Source: an optimization exercise on an open RTL-to-GDS flow (aim: small area and a short achievable clock period). Production flows keep margins and buffers that such runs may drop.
Function was checked by simulation only, so behaviour that the tests miss may differ from the original.
Power is estimated from default activity; no workload was simulated.

File: config.mk
export PLATFORM = sky130hd
export DESIGN_NAME = vector_sequencer
export DESIGN_NICKNAME = vector_sequencer
export VERILOG_FILES = /design/flow/design.v
export SDC_FILE = /design/flow/constraint.sdc
export NUM_CORES = 4
export LEC_CHECK = 0
export CAP_MARGIN = 20
export CORE_MARGIN = 2
export CORE_UTILIZATION = 40
export SLEW_MARGIN = 20
File: constraint.sdc
create_clock -name core_clock -period 5.0 [get_ports {clk}]
set_input_delay 1.0000 -clock core_clock [delete_from_list [all_inputs] [get_ports {clk}]]
set_output_delay 1.0000 -clock core_clock [all_outputs]
set_load 0.01 [all_outputs]
File: design.v
module vector_sequencer #(
    parameter int DATA_W  = 25,
    parameter int RES_W   = 25,
    parameter int DEPTH   = 64,
    parameter int AW      = 6,
    parameter int TIMEOUT = 255
) (
    input  logic              clk,
    input  logic              rst,
    input  logic              load_we,
    input  logic [AW-1:0]     load_addr,
    input  logic [DATA_W-1:0] load_data,
    input  logic [AW:0]       n_vec,
    input  logic              start,
    output logic              busy,
    output logic              done,
    output logic              err_timeout,
    output logic [DATA_W-1:0] dp_line,
    output logic              dp_set,
    input  logic              dp_calc,
    input  logic [RES_W-1:0]  dp_result,
    input  logic [AW-1:0]     res_addr,
    output logic [RES_W-1:0]  res_data,
    output logic [1:0]        dbg_state
);
    localparam int TW = $clog2(TIMEOUT + 1);
    typedef enum logic [1:0] {
        S_IDLE   = 2'd0,
        S_ISSUE  = 2'd1,
        S_WAIT   = 2'd2,
        S_FINISH = 2'd3
    } state_t;
    state_t              state_q, state_d;
    logic [AW-1:0]       idx_q, idx_d;
    logic [AW-1:0]       last_q, last_d;       
    logic [TW-1:0]       tcnt_q, tcnt_d;
    logic                err_q, err_d;
    logic [DATA_W-1:0]   line_q, line_d;
    logic [RES_W-1:0]    res_data_q;
    logic [DATA_W-1:0]   in_mem  [DEPTH];
    logic [RES_W-1:0]    res_mem [DEPTH];
    logic                in_we;
    logic                res_we;
    logic [RES_W-1:0]    res_wdata;
    logic                timed_out;
    assign timed_out = (tcnt_q == TW'(TIMEOUT - 1));
    always_comb begin
        state_d   = state_q;
        idx_d     = idx_q;
        last_d    = last_q;
        tcnt_d    = tcnt_q;
        err_d     = err_q;
        line_d    = line_q;
        in_we     = 1'b0;
        res_we    = 1'b0;
        res_wdata = '0;
        case (state_q)
            S_IDLE: begin
                in_we = load_we;
                if (start) begin
                    state_d = S_ISSUE;
                    idx_d   = '0;
                    err_d   = 1'b0;
                    if (n_vec == '0 || n_vec >= (AW+1)'(DEPTH))
                        last_d = '1;
                    else
                        last_d = n_vec[AW-1:0] - AW'(1);
                end
            end
            S_ISSUE: begin
                line_d  = in_mem[idx_q];
                tcnt_d  = '0;
                state_d = S_WAIT;
            end
            S_WAIT: begin
                if (dp_calc || timed_out) begin
                    res_we    = 1'b1;
                    res_wdata = dp_calc ? dp_result : '1;
                    if (!dp_calc)
                        err_d = 1'b1;
                    if (idx_q == last_q) begin
                        state_d = S_FINISH;
                    end else begin
                        idx_d   = idx_q + AW'(1);
                        state_d = S_ISSUE;
                    end
                end else begin
                    tcnt_d = tcnt_q + TW'(1);
                end
            end
            S_FINISH: begin
                state_d = S_IDLE;
            end
            default: begin
                state_d = S_IDLE;
            end
        endcase
    end
    always_ff @(posedge clk or negedge rst) begin
        if (!rst) begin
            state_q    <= S_IDLE;
            idx_q      <= '0;
            last_q     <= '0;
            tcnt_q     <= '0;
            err_q      <= 1'b0;
            line_q     <= '0;
            res_data_q <= '0;
        end else begin
            state_q    <= state_d;
            idx_q      <= idx_d;
            last_q     <= last_d;
            tcnt_q     <= tcnt_d;
            err_q      <= err_d;
            line_q     <= line_d;
            res_data_q <= res_mem[res_addr];
        end
    end
    always_ff @(posedge clk) begin
        if (in_we)
            in_mem[load_addr] <= load_data;
        if (res_we)
            res_mem[idx_q] <= res_wdata;
    end
    assign busy        = (state_q != S_IDLE);
    assign done        = (state_q == S_FINISH);
    assign dp_set      = (state_q == S_ISSUE);
    assign err_timeout = err_q;
    assign dp_line     = line_q;
    assign res_data    = res_data_q;
    assign dbg_state   = state_q;
endmodule
File: run.sh
#!/bin/bash
# synth_recipe.tcl (not shown) runs the flow's synth.tcl, then flattens the netlist and writes it again
# the make line also repeats each setting of config.mk as NAME=value (left out here)
make -C /OpenROAD-flow-scripts/flow DESIGN_CONFIG=/design/flow/config.mk WORK_HOME=/design/flow/orfs CLKGATE_MAP_FILE= SYNTH_SCRIPT=/design/flow/synth_recipe.tcl finish
==> flow_summary_export.csv <==
group,metric,value,unit
run_status,outcome,"complete, no violations",
floorplanning,die_x,565.2,um
global_routing,grt-ovfl-total,0,
sta,hold_violations,0,
cts,cts_buffers,344,
critical_path,crit_fanout,20,
routing,viasPerCell,5.986,
final_layout,ff_latch_area,97930,um^2
routing,wl_per_cell,33.13,um
critical_path,cp-end-kind,"flip-flop",
global_routing,grt_pass1_vias,65580,
final_layout,fin_nets,6680,
final_layout,fill_cells,25810,
power_and_ir_drop,p_leak,0.04657,uW
synth,synth-edff-count,3200,
sta,min_period,4.680,ns
place,dp.cells,10410,
power_and_ir_drop,p_per_area,435.5,nW/um^2
floorplanning,core-area,314200,um^2
final_layout,final_cells,11060,
floorplanning,pin_count,130,
critical_path,slowest_stage,"dfrtp_1",
synth,synthFlopType,"edfxtp_1",
routing,drt-pass1-iter-count,6,
synth,synth_fp_nets,6215,
sta,holdWs,0.3188,ns
sta,rsz0062_at_grt,"false",
cts,clockBufferDepth,4,
global_routing,grt.total_usage,22.58,%
global_routing,antenna_found_initial,32,
synth,ys_warn_count,1,
critical_path,path_cells,"or3b_2, nor2_1, a22oi_1, o2111ai_1, a211oi_1, a41oi_1",
place,port-buffer-count,129,
cts,cts_tree,"yes",
power_and_ir_drop,irDropWorstVdd,323.8,uV
synth,synth_seq_cells,3273,
cts,clkTransAtPathRegs,0.06,ns
global_routing,grt_pass1_wl,509.8,mm
synth,synth_cell_type_count,71,
cts,h-tree-depth,5,
synth,synth_async_sr_flop_share,2.230,%
job,max_cap_violations,0,
cts,cts_sinks,3273,
sta,setup_ws,0.3199,ns
synth,ys_seq_area_share,77.71,%
routing,ant_nets,0,
synth,synth_area,126000,um^2
floorplanning,die_height,565.2,um
cts,clk_latency,0.96,ns
floorplanning,initial_core_util,40.10,%
critical_path,cp-start-kind,"flip-flop",
critical_path,required,5.72,ns
routing,drc,0,
place,place.gp.congestion,0.8930,
synth,netlist_instances,6130,
floorplanning,num_rows,206,
sta,finClkSkew,0.1172,ns
sta,worst_pin_slew,1.314,ns
hold_path,min_path_type,"input port to flip-flop",
routing,drt-total-wl,366.4,mm
routing,drtIter0Drc,8907,
sta,finalCritPeriodShare,93.60,%
final_layout,multi_input_area,26870,um^2
floorplanning,fp.dieArea,319500,um^2
final_layout,synthToLayoutAreaGrowth,15.96,%
critical_path,critPathMaxStageDelay,1.07,ns
sta,slew_viol_final,0,
synth,syn_avg_cell_area,20.55,um^2
cts,cts_setup_buffers,0,
critical_path,critical_path_class,"flip-flop to flip-flop",
routing,vias,66200,
place,dp_hpwl,212.6,mm
critical_path,cp_num_buf_inv,0,
critical_path,critPathArrivalTime,5.40,ns
global_routing,grt_max_degree,110,
critical_path,rrSetupSlack,0.32,ns
sta,max_slew_margin,12.37,%
critical_path,cp_top_family,"compound AO/OA/AOI/OAI gates",
sta,clock.fmax,213.7,MHz
sta,setup_viol,0,
place,pre_cts_ws,0.4425,ns
final_layout,final_layout_size_suffix_gt1_share,26.44,%
cts,clk_root_buffer_cell,"clkbuf_16",
sta,fin_tns_setup,0,ns
==> synthesized netlist by cell type, types with 14 or more instances <==
library cell,n,area (um^2)
nor3_1,14,70.07
buf_2,149,745.7
mux4_2,560,12610
o32a_1,14,140.1
o31ai_1,24,180.2
o211ai_1,24,180.2
buf_6,15,168.9
inv_1,40,150.1
a21oi_1,157,785.8
o221ai_1,22,192.7
mux2i_1,229,2292
clkbuf_1,144,540.5
a211oi_1,44,330.3
o21ai_0,89,445.4
a221o_1,37,370.4
nand2_1,129,484.2
a22oi_1,147,1104
nor2b_1,54,337.8
buf_4,51,382.9
o22ai_1,77,481.7
edfxtp_1,3200,96090
buf_1,26,97.59
nand3_1,42,210.2
dfrtp_1,73,1827
a31oi_1,25,156.4
nor2_1,236,885.9
a22o_1,27,236.5
mux2_2,166,1869
a221oi_1,138,1209
o2bb2ai_1,18,157.7
==> report_power, final <==
| part | leakage (uW) | internal, uW | switching (uW) | total [uW] |
|---|---|---|---|---|
| sequential | 0.0309 | 31000 | 444 | 31500 |
| combinational | 0.0101 | 2050 | 4380 | 6430 |
| clock | 0.00557 | 14900 | 10900 | 25700 |
==> state kept, by name, indices dropped and copies added (netlist names) <==
| name | count |
|---|---|
| last_q | 6 |
| state_q | 2 |
| in_mem | 1600 |
| res_data_q | 25 |
| err_q | 1 |
| idx_q | 6 |
| line_q | 25 |
| tcnt_q | 8 |
| res_mem | 1600 |
==> cells by family (layout without fill, tap and decap cells) <==
kind of cell | after synthesis | count (layout) | share of synthesized area [%]
flops | 3273 | 3273 | 77.71
mux | 955 | 955 | 13.31
compound gates | 912 | 912 | 5.195
simple gates | 534 | 534 | 1.903
buf+inv | 432 | 1192 | 1.676
xor+xnor | 13 | 13 | 0.09037
fa+ha+maj | 11 | 11 | 0.1092
other cells | 0 | 9 | 0
==> worst paths after layout <==
check,cells after the start,end,start
setup / recovery,6,line_q[15],idx_q[5]
hold / removal,1,in_mem[49][7],load_data[7]
setup reg to reg,6,line_q[15],idx_q[5]
hold reg to reg,2,err_q,err_q
max in group asynchronous,3,idx_q[0],rst
min in group asynchronous,2,res_data_q[10],rst
==> per-layer routing <==
layer	up-vias	track usage, %	wire (um)
met5	-	0	137
met4	22	8.465	15200
met3	634	4.065	33360
met2	3499	36.08	173600
met1	35430	30.97	144100
li1	26620	-	-
==> stage by stage <==
step | util (%) | power, uW | instance area, um^2
6_report | 46.50 | 63630 | 146100
4_1_cts | 46.49 | 63900 | 146100
5_1_grt | 46.50 | 65240 | 146100
3_5_place_dp | 42.85 | 38440 | 134600
3_3_place_gp | 42.85 | 38310 | 134600
2_1_floorplan | - | 35070 | 126000
==> timing repair <==
action | 4_1_cts | 5_1_grt
endpoints found under the hold margin | 6 | 0
resized for setup | 0 | 0
hold buffers | 1 | 0
==> layout make-up <==
| type | instances | area share [%] |
|---|---|---|
| tap | 4160 | 3.562 |
| clock buffer | 445 | 6.367 |
| clock inverter | 196 | 1.472 |
| multi-input combinational | 2425 | 18.39 |
| sequential | 3273 | 67.03 |
| timing repair buffer | 504 | 3.043 |
| antenna | 9 | 0.01541 |
| inverter | 47 | 0.1242 |
==> layout by cell type, fill, tap and decap left out, drive strengths merged, types with 147 or more instances in the layout <==
cell type / count
mux4: 560
a22oi: 147
mux2i: 229
mux2: 166
nor2: 237
buf: 407
clkbuf: 445
edfxtp: 3200
clkinv: 148
a21oi: 157
==> worst reg2reg max path, stage by stage, from the launching register on <==
cell	delay [ns]
dfrtp_1	1.07
or3b_2	0.87
nor2_1	0.35
a22oi_1	0.69
o2111ai_1	0.42
a211oi_1	0.92
a41oi_1	0.21

[afterwards: timing with drivers on the ports]
In the flow no input, the clock included, has a driving cell. The finished layout below was timed again as built, in two steps.
Step 1: set_driving_cell puts a clkbuf_16 on clk and a buf_2 on each other input, an assumption about the parent block.
Step 2, shift: input delay + t, output delay - t, t = (earliest + latest rising clock arrival at the registers) / 2. This alone moves slack from input paths to output paths.
Three values: ideal, step 1, step 2; two values: the first two.
t (ns): 1.003
setup WS [ns]: 0.320 / 0.320 / 0.320
hold WS [ns]: 0.319 / 0.255 / 0.507
worst register clock-pin slew, ns: 0.08 / 0.08
cell pins on the clock port's net: 1
After both steps setup and hold are still met in this run. The setup slack of this run moves by 0.000 ns with the drivers and by 0.000 ns with both steps.
